This design comes from an exercise in tuning for small area, a short achievable clock period and few clock cycles per item on the open sky130 flow, not from production work.

==> flow/design.v (excerpt) <==
module matrixTpu (
    input  logic         clk,
    input  logic         rst,
    input  logic [13:0]  wrReq,     
    input  logic         start,
    output logic         busy,
    output logic [70:0]  result,    
    output logic         done
);
    logic       wrEn, wrSel;
    logic [3:0] wrAddr;
    logic [7:0] wrData;
    assign wrData = wrReq[7:0];
    assign wrAddr = wrReq[11:8];
    assign wrSel  = wrReq[12];
    assign wrEn   = wrReq[13];
    logic bsy;
    logic wAcc, aAcc, startAcc;
    assign wAcc     = wrEn && !bsy && !wrSel;
    assign aAcc     = wrEn && !bsy &&  wrSel;
    assign startAcc = start && !bsy;
    logic [7:0] wMem [0:15];
    logic [6:0] aMem [0:15];
    always_ff @(posedge clk) begin
        if (wAcc) wMem[wrAddr] <= wrData;
        if (aAcc) aMem[wrAddr] <= wrData[6:0];
    end
    localparam logic [1:0] HOut = 2'd0, HA = 2'd1, HB = 2'd2, HWork = 2'd3;
    logic [3:0] hv;                 
    logic [1:0] hr [0:3];           
    logic [3:0] pend;               
    logic       bldG;               
    logic [1:0] curR, nxtK;
    logic [3:0] em;                 
    logic [1:0] phase;              
    logic       emit, load, last;
    logic [1:0] src, emitRow;
    logic        r0v;
    logic [1:0]  r0r, r0k;
    logic [3:0]  r0one, r0two;      
    logic [2:0]  r0neg;
    logic [31:0] r0w;
    logic        p1v;
    logic [1:0]  p1r, p1k;
    logic        p1fresh;           
    logic [63:0] p1s, p1c;
    logic        cmpl;              
    assign cmpl = p1v && p1k == 2'd3 && pend[p1r];
    logic       copy;
    logic [1:0] copyTo;
    assign copyTo = !hv[HOut] ? HOut : !hv[HA] ? HA : HB;
    assign copy   = hv[HWork] && !(hv[HOut] && hv[HA] && hv[HB]) && !bsy && !startAcc;
    always_comb begin
        emit    = 1'b0;
        load    = 1'b0;
        src     = HWork;
        emitRow = hr[HOut];
        if (!bsy) begin
            emit = startAcc && hv[HOut] && !wAcc && !(aAcc && wrAddr[3:2] == hr[HOut]);
        end else begin
            case (phase)
                2'd1:    src = HA;
                2'd2:    src = HB;
                default: src = HWork;
            endcase
            emit    = hv[src];
            load    = hv[src];
  ...
Size: about 3400 cells after synthesis, about 730 flip-flops, about 90 I/O pins, about 35000 sq um of cells after synthesis.
Settings: LEC_CHECK=0, ABC_AREA=1, ABC_CLOCK_PERIOD_IN_PS=2200, CAP_MARGIN=20, CORE_MARGIN=2, CORE_UTILIZATION=40, CTS_CLUSTER_DIAMETER=100, CTS_CLUSTER_SIZE=30, SETUP_SLACK_MARGIN=3.3, SLEW_MARGIN=20; clock period 5.5 ns.
run.sh (not shown) runs the stock make flow with config.mk's settings and CLKGATE_MAP_FILE= SYNTH_SCRIPT=/design/flow/synth_recipe.tcl, a recipe that flattens the netlist after the stock synthesis.
The baseline completed without violations.
Next try:
--- a/flow/design.v
+++ b/flow/design.v
@@ -183,18 +183,17 @@
                 2'd2:    src = HB;
                 default: src = HWork;
             endcase
             emit    = hv[src];
             load    = hv[src];
             emitRow = hr[src];
         end
     end
-    logic [1:0] nEm;                
-    assign last = nEm == 2'd3;
+    assign last = (em | (4'd1 << emitRow)) == 4'hf;
     logic [1:0] rk;                 
     logic       repOk, repNeed, injRep;
     logic [1:0] repRow, repRowD;
     logic [6:0] repA;
     always_comb begin
         repNeed = 1'b0;
         repRow  = '0;
         for (int r = 3; r >= 0; r--) begin
@@ -328,72 +327,69 @@
         );
         always_ff @(posedge clk) begin
             p1s[c*16 +: 16] <= s;
             p1c[c*16 +: 16] <= cy;
         end
     end
     localparam logic [16:0] FreshBase = 17'd44032;
     logic [67:0] ws;                
-    logic [19:0] wc;                
+    logic [15:0] wc;                
     logic [67:0] wsNew;
-    logic [19:0] wcNew;
+    logic [15:0] wcNew;
     for (genvar c = 0; c < 4; c++) begin : gAcc
         logic [16:0] bs, ps, pc, x, y;
-        logic [5:1]  bc;
+        logic [4:1]  bc;
         assign bs = p1fresh ? FreshBase : ws[c*17 +: 17];
-        assign bc = p1fresh ? 5'd0      : wc[c*5 +: 5];
+        assign bc = p1fresh ? 4'd0      : wc[c*4 +: 4];
         assign ps = {1'b0, p1s[c*16 +: 16]};
         assign pc = {1'b0, p1c[c*16 +: 16]};
         assign x = bs ^ ps ^ pc;
         assign y = {(bs[15:0] & ps[15:0]) | (bs[15:0] & pc[15:0]) | (ps[15:0] & pc[15:0]), 1'b0};
-        assign {wcNew[c*5 + 0], wsNew[c*17 +  0 +: 3]} = {1'b0, x[2:0]}   + {1'b0, y[2:0]};
-        assign {wcNew[c*5 + 1], wsNew[c*17 +  3 +: 3]} = {1'b0, x[5:3]}   + {1'b0, y[5:3]}   + {3'd0, bc[1]};
-        assign {wcNew[c*5 + 2], wsNew[c*17 +  6 +: 3]} = {1'b0, x[8:6]}   + {1'b0, y[8:6]}   + {3'd0, bc[2]};
-        assign {wcNew[c*5 + 3], wsNew[c*17 +  9 +: 3]} = {1'b0, x[11:9]}  + {1'b0, y[11:9]}  + {3'd0, bc[3]};
-        assign {wcNew[c*5 + 4], wsNew[c*17 + 12 +: 3]} = {1'b0, x[14:12]} + {1'b0, y[14:12]} + {3'd0, bc[4]};
-        assign wsNew[c*17 + 15 +: 2] = x[16:15] + y[16:15] + {1'b0, bc[5]};
+        assign {wcNew[c*4 + 0], wsNew[c*17 +  0 +: 4]} = {1'b0, x[3:0]}   + {1'b0, y[3:0]};
+        assign {wcNew[c*4 + 1], wsNew[c*17 +  4 +: 4]} = {1'b0, x[7:4]}   + {1'b0, y[7:4]}   + {4'd0, bc[1]};
+        assign {wcNew[c*4 + 2], wsNew[c*17 +  8 +: 4]} = {1'b0, x[11:8]}  + {1'b0, y[11:8]}  + {4'd0, bc[2]};
+        assign {wcNew[c*4 + 3], wsNew[c*17 + 12 +: 4]} = {1'b0, x[15:12]} + {1'b0, y[15:12]} + {4'd0, bc[3]};
+        assign wsNew[c*17 + 16] = x[16] ^ y[16] ^ bc[4];
     end
     always_ff @(posedge clk) begin
         if (p1v) begin
             ws <= wsNew;
             wc <= wcNew;
         end
     end
     logic [63:0] fin;
     logic [63:0] slotA, slotB;
     for (genvar c = 0; c < 4; c++) begin : gFin
         logic [16:0] sum;
-        assign sum = ws[c*17 +: 17] + {1'b0, wc[c*5 + 4], 2'd0, wc[c*5 + 3], 2'd0,
-                                       wc[c*5 + 2], 2'd0, wc[c*5 + 1], 2'd0, wc[c*5 + 0], 3'd0};
+        assign sum = ws[c*17 +: 17] + {wc[c*4 + 3], 3'd0, wc[c*4 + 2], 3'd0,
+                                       wc[c*4 + 1], 3'd0, wc[c*4 + 0], 4'd0};
         assign fin[c*16 +: 16] = sum[16] ? 16'd0 : sum[15:0];    
     end
     always_ff @(posedge clk) begin
         if (copy && copyTo == HA) slotA <= fin;
         if (copy && copyTo == HB) slotB <= fin;
     end
     logic        outValid, doneR;
     logic [1:0]  outRow;
     logic [63:0] outData;
     always_ff @(posedge clk or posedge rst) begin
         if (rst) begin
             bsy      <= 1'b0;
             em       <= '0;
-            nEm      <= '0;
             phase    <= '0;
             outValid <= 1'b0;
             outRow   <= '0;
             doneR    <= 1'b0;
         end else begin
             outValid <= emit;
             doneR    <= emit && last;
             if (emit) begin
                 outRow      <= emitRow;
                 em[emitRow] <= 1'b1;
-                nEm         <= nEm + 2'd1;
             end
             if (bsy && phase != 2'd3) phase <= phase + 2'd1;
             if (startAcc) begin
                 bsy   <= 1'b1;
                 phase <= 2'd1;
             end
             if (emit && last) begin
                 bsy   <= 1'b0;
Effect:
- The new run went through all stages and came out clean
- clock skew goes down by 4.5 ps
- via count goes up by 0.33%
- worst hold slack stays flat
- first-iteration DRC count goes down by 2.7%
- critical path depth is unchanged
- routed wire length goes down by 1.5%
- worst setup slack loses 15 ps
- die area goes down by 0.55%
- synthesized cell count goes down by 0.63%
- cell area goes up by 1.5%
No run of this note included a check of the RTL's function; only the layout flow was run.

==> port drivers added, routing unchanged <==
The flow's constraints put no driver on any port. The routed layouts listed below were extracted and timed again, unchanged, in two steps.
Step 1, drivers: a clkbuf_16 drives clk and a buf_2 each remaining input, both assumed.
Step 2 adds t to the input delays and takes it off the output delays; t is the mean of the earliest and latest rising clock arrival at the registers after step 1. Input paths then give back, and output paths get back, about the clock's delay inside the block.
Slacks: ideal ports / drivers / drivers and shift; pairs: ideal ports / drivers.
run	shift t [ns]	setup WS [ns]	worst setup path after step 2	worst data-port slew with drivers (ns)
the first run	0.704	3.087 / 3.024 / 2.610	input to register	0.09
the second run	0.704	3.072 / 3.004 / 2.585	input to register	0.08
After both steps setup and hold are still met in every run listed. For the second run, which loses most, drivers alone change the setup slack by -0.068 ns; drivers and shift together by -0.487 ns.
